Source: an optimization exercise on an open RTL-to-GDS flow (aim: small area, a short achievable clock period and few clock cycles per item). Production flows keep margins and buffers that such runs may drop.
No functional check of the RTL was part of any run shown here.

==> flow/design.v (outline; a module is shown in full before it is edited, if it fits) <==
// module cmplx_mult_stream: 3170 lines
module cmplx_mult_stream #(
  parameter int W     = 16,
  parameter int FRAC  = 15,
  parameter int FRAME = 16,
  parameter int ROUND = 1
) (
  input  logic                    clk,
  input  logic                    rst_n,
  input  logic                    clear,
  output logic                    ovf,
  input  logic                    in_valid,
  output logic                    in_ready,
  input  logic signed [W-1:0]     a_re,
  input  logic signed [W-1:0]     a_im,
  input  logic signed [W-1:0]     b_re,
  input  logic signed [W-1:0]     b_im,
  input  logic                    conj_b,
  output logic                    out_valid,
  input  logic                    out_ready,
  output logic signed [W-1:0]     p_re,
  output logic signed [W-1:0]     p_im,
  output logic [$clog2(FRAME)-1:0] p_idx,
  output logic                    p_last
);
  // ...
==> flow/run.sh <==
#!/bin/bash
# synth_recipe.tcl (not shown) runs the flow's synth.tcl, then flattens the netlist and writes it again
# the make line also repeats each setting of config.mk as NAME=value (left out here)
make -C /OpenROAD-flow-scripts/flow DESIGN_CONFIG=/design/flow/config.mk WORK_HOME=/design/flow/orfs CLKGATE_MAP_FILE= SYNTH_SCRIPT=/design/flow/synth_recipe.tcl finish
==> flow/config.mk <==
export PLATFORM = sky130hd
export DESIGN_NAME = cmplx_mult_stream
export DESIGN_NICKNAME = cmplx_mult_stream
export VERILOG_FILES = /design/flow/design.v
export SDC_FILE = /design/flow/constraint.sdc
export NUM_CORES = 4
export LEC_CHECK = 0
export CAP_MARGIN = 20
export CORE_MARGIN = 2
export CORE_UTILIZATION = 40
export SETUP_SLACK_MARGIN = 5
export SLEW_MARGIN = 20
export TNS_END_PERCENT = 0
==> flow/constraint.sdc <==
create_clock -name core_clock -period 8.5 [get_ports {clk}]
set_input_delay 1.7000 -clock core_clock [delete_from_list [all_inputs] [get_ports {clk}]]
set_output_delay 1.7000 -clock core_clock [all_outputs]
set_load 0.01 [all_outputs]
==> impl_metrics.toml, run 1 <==
[route]
wl_met2_mm = 50.1

[critical_path]
r2r_end = "r5_1596$_DFFE_PP_"
crit_start = "ai[12]$_DFFE_PP_"
cp_slowest_cell = "fa_1"

[timing]
relSlewSlack = 0.214
fin_tns_setup_ns = 0

[global_route]
grt.total_usage = 0.234
grt_max_degree = 70

[clocking]
cts_hold_buf = 0
numCtsBuffers = 45
path_clk_slew_ns = 0.06
clock_path_buffers = 3

[cells_and_area]
n_antenna_cell = 0
seq_cell_count = 366

[yosys]
seq_area_frac_synth = 0.301
synth_top_family_by_area = "adder cells"
synth_fp_nets = 3940
syn_inst = 3319
synth_cell_types = 73

[status]
status = "no timing/DRC/antenna violations"

[placed_design]
gp_congestion = 0.852
dp_slack_ns = 3.94

[die]
io_pins = 110
==> run 2: changes to the inputs <==
--- a/flow/design.v
+++ b/flow/design.v
@@ -3114,33 +3114,36 @@
   assign im_b = {1'b0, c1754, c1752, c1750, c1748, c1746, c1744, c1742, c1740, c1738, c1736, c1734, c1732, c1730, c1728, c1726, c1724, c1722, c1720, c1718, c1716, c1714, c1712, c1710, c1708, c1706, c1704, c1702, c1700, c1698, c1696, c1694, s1693};
   assign im_sum = im_a + im_b;
   logic im_clip;
   logic [15:0] im_sat;
   assign im_clip = (im_sum[32] != im_sum[31]) || (im_sum[31] != im_sum[30]);
   assign im_sat = im_clip ? {im_sum[32], {15{~im_sum[32]}}} : im_sum[30:15];
   logic res_clip;
   assign res_clip = re_clip | im_clip;
-  logic [15:0] o_re, o_im;
+  logic [17:0] re_val, im_val;
+  assign re_val = re_sum[32:15];
+  assign im_val = im_sum[32:15];
+  logic [17:0] o_re, o_im;
   logic [3:0]  o_idx;
   logic        o_last;
-  logic [15:0] s_re, s_im;
+  logic [17:0] s_re, s_im;
   logic [3:0]  s_idx;
   logic        s_clip;
   logic        out_en;
   assign out_en = ~ov | out_ready;
   always_ff @(posedge clk) begin
     if (adv) begin
-      s_re <= re_sat; s_im <= im_sat; s_idx <= idx_r[1]; s_clip <= res_clip;
+      s_re <= re_val; s_im <= im_val; s_idx <= idx_r[1]; s_clip <= res_clip;
     end
     if (out_en) begin
       if (sv) begin
         o_re <= s_re; o_im <= s_im; o_idx <= s_idx; o_last <= (s_idx == 4'd15);
       end else begin
-        o_re <= re_sat; o_im <= im_sat; o_idx <= idx_r[1]; o_last <= (idx_r[1] == 4'd15);
+        o_re <= re_val; o_im <= im_val; o_idx <= idx_r[1]; o_last <= (idx_r[1] == 4'd15);
       end
     end
   end
   logic new_clip;
   assign new_clip = out_en & (sv ? s_clip : (vld[1] & res_clip));
   logic in_ready_r;
   always_ff @(posedge clk or negedge rst_n) begin
     if (!rst_n) begin
@@ -3157,14 +3160,17 @@
       in_ready_r <= ~(ov & ~out_ready & (sv | vld[1]));
       if (accept) idx_cnt <= idx_cur + 4'd1;
       else if (clear) idx_cnt <= 4'd0;
       if (new_clip) ovf <= 1'b1;
       else if (clear) ovf <= 1'b0;
     end
   end
   assign in_ready = in_ready_r;
+  logic o_re_clip, o_im_clip;
+  assign o_re_clip = (o_re[17] != o_re[16]) || (o_re[16] != o_re[15]);
+  assign o_im_clip = (o_im[17] != o_im[16]) || (o_im[16] != o_im[15]);
+  assign p_re = o_re_clip ? {o_re[17], {15{~o_re[17]}}} : o_re[15:0];
+  assign p_im = o_im_clip ? {o_im[17], {15{~o_im[17]}}} : o_im[15:0];
   assign out_valid = ov;
-  assign p_re      = o_re;
-  assign p_im      = o_im;
   assign p_idx     = o_idx;
   assign p_last    = o_last;
 endmodule
==> run 2 against run 1 <==
Net effect:
- first-iteration DRC count grew 0.68%
- die area shrank 1.4%
- global-route usage grew 1.0 points
- register-to-register slack gained 0.04 ns
- sequential share of layout area grew 0.64 points
- synthesized cell count shrank 2.9%
- fmax grew 0.94%
- highest routed layer is now met5
==> impl_metrics.toml, run 2 <==
[clocking]
clock_path_buffers = 3
htreeDepth = 2
path_clk_slew_ns = 0.06
cts_hold_buf = 0
numCtsBuffers = 43
cts.sink_count = 374
root_buffer = "clkbuf_16"
cts_tree = "done"
clk_latency_ns = 0.60

[yosys]
synth_top_area_frac = 0.305
yosysTopAreaCell = "edfxtp_1"
ys_async_sr_fraction = 0.0267
syn_area_mm2 = 0.0358
synth_fp_nets = 3845
synth_area_per_cell_um2 = 11.1
netlist_top_cells_count = "a22oi_1 (482), inv_1 (441), fa_1 (432)"
synth_cell_types = 56
syn_inst = 3224
dominantRegCellSynth = "edfxtp_1"
seq_area_frac_synth = 0.312
yosysMostFrequentCell = "a22oi_1"
yosys-top-cells-area = "edfxtp_1 (31%), fa_1 (24%), a22oi_1 (10%)"
ys_warn_count = 2
synth_seq_cells = 374
synth_edf_count = 364

[global_route]
first_global_vias = 26603
grt_first_pass_wirelength_mm = 169
antenna_found_initial = 2
grtUsageMet1 = 0.329
use_met3 = 0.0584
grt.total_usage = 0.244
grt_overflow_total = 0
grtUsageMet2 = 0.382
busiest_layer = "met2"
grt_max_degree = 120

[route]
vias_per_cell = 5.68
drt-wirelength-per-cell_um = 25.0
drt-total-wl_mm = 111
drtPass1Iterations = 6
drc = 0
via_count = 25275
ant_nets = 0
first_iter_violations = 2812

[critical_path]
rrSetupSlack_ns = 4.53
crit_top_cell = "fa_1"
crit_type = "reg -> reg"
cp_cell_sequence = "buf_8 -> a22oi_2 -> xnor2_2 -> fa_1 -> fa_1 -> inv_1 -> fa_1 -> inv_1 -> fa_1 -> fa_1"
crit_path_max_incr_delay_ns = 0.55
crit_fanout = 32
crit_arrival_ns = 4.27
required_ns = 8.81
endpoint_kind = "register"
cp_top_family = "adder cells"
startpoint_type = "register"
path_buf_inv = 3
cp_slowest_cell = "fa_1"

[cells_and_area]
layout_common_cells = "a22oi_1 (460), inv_1 (436), fa_1 (421)"
mostFrequentLayoutCell = "a22oi_1"
final_layout_size_suffix_gt1_frac = 0.103
stdcell_count = 4453
area_growth_pct = 14.5
final_nets = 3876
fin_area_mm2 = 0.0410
n_antenna_cell = 0

[timing]
rsz0062_at_grt = "yes"
relSlewSlack = 0.353
finalClockSkew_ns = 0.0342
max_slew.worst_pin.slew_ns = 0.971
hold_viol_final = 0
setup_viol_count_final = 0
period_needed_ns = 3.97
fin_tns_setup_ns = 0
holdWs_ns = 0.420
drv_slew = 0
max_clock_freq_ghz = 0.252
fin_crit_sh = 0.467
layout_setup_ws_ns = 4.53

[placed_design]
gp_congestion = 0.912
port_buffers = 109
hpwl_mm = 67.0
dpl_cell_area_mm2 = 0.0380
dp_slack_ns = 4.22
dp.cells = 4300

[status]
status = "no timing/DRC/antenna violations"

[die]
io_pins = 110
die_w_um = 303
rows = 109
core_mm2 = 0.0885
initial_core_util = 0.404
fp.dieH_um = 303
die_area_mm2 = 0.0919

[worst_hold_path]
min_path_type = "reg -> reg"

[job]
maxCapViolations = 0
[run 2: through the flow]
| stage | util |
|---|---|
| finish | 0.463 |
| global route | 0.463 |
| CTS | 0.460 |
| detailed placement | 0.429 |
| global placement | 0.429 |
| floorplan | - |
[run 2: timing repair]
action / in CTS / in global routing
pin swaps: 53 / 18
gates resized for setup: 179 / 41
endpoints found under the setup margin: 210 / 216
cloned: 14 / 2
buffers inserted: 50 / 9
[run 2: worst paths after layout]
path / start / endpoint / cells past startpoint
min in group asynchronous: rst_n / idx_cnt[1]$_DFF_PN0_ / 1
hold / removal: idx_r[0][2]$_DFFE_PP_ / idx_r[1][2]$_DFFE_PP_ / 0
setup reg to reg: ar[10]$_DFFE_PP_ / r5_1491$_DFFE_PP_ / 10
hold reg to reg: idx_r[0][2]$_DFFE_PP_ / idx_r[1][2]$_DFFE_PP_ / 0
setup / recovery: ar[10]$_DFFE_PP_ / r5_1491$_DFFE_PP_ / 10
max in group asynchronous: rst_n / in_ready_r$_DFF_PN1_ / 1
[run 2: layout make-up]
class / count / area (um^2)
Clock inverter: 24 / 221
Clock buffer: 54 / 1160
Fill cell: 8071 / 47500
Multi-Input combinational cell: 2117 / 22100
Tap cell: 1165 / 1460
Timing Repair Buffer: 276 / 3160
Sequential cell: 374 / 11200
Inverter: 443 / 1670
[run 2: kinds of logic after synthesis]
| group | synth area share |
|---|---|
| compound gates | 0.135 |
| xor+xnor | 0.147 |
| fa+ha+maj | 0.283 |
| buf+inv | 0.0773 |
| flops | 0.312 |
| mux | 0.0135 |
| simple gates | 0.0323 |
[run 2: layer usage]
| metal | wire, um | share of wire | up-vias |
|---|---|---|---|
| li1 | - | - | 10889 |
| met3 | 11300 | 0.10 | 272 |
| met4 | 5040 | 0.045 | 2 |
| met1 | 45300 | 0.41 | 12747 |
| met5 | 13 | 0.00012 | - |
| met2 | 49700 | 0.45 | 1365 |

-- static timing again, ports no longer ideal --
No port has a modelled driver above. Below, the same layouts with a new extraction and two added sets of constraints. Step 1, drivers: a clkbuf_16 drives clk and a buf_2 each remaining input, both assumed. Step 2, shift: input delay + t, output delay - t, t = (earliest + latest rising clock arrival at the registers) / 2. This alone moves slack from input paths to output paths. a / b / c = ideal ports / drivers / drivers and shift; a / b = the first two.
run | shift t [ns] | setup WS [ns] | pins driven straight from the clock port
run 1 | 0.659 | 4.497 / 4.497 / 4.497 | 1
run 2 | 0.639 | 4.534 / 4.534 / 4.534 | 1
After both steps every run listed still meets setup and hold.
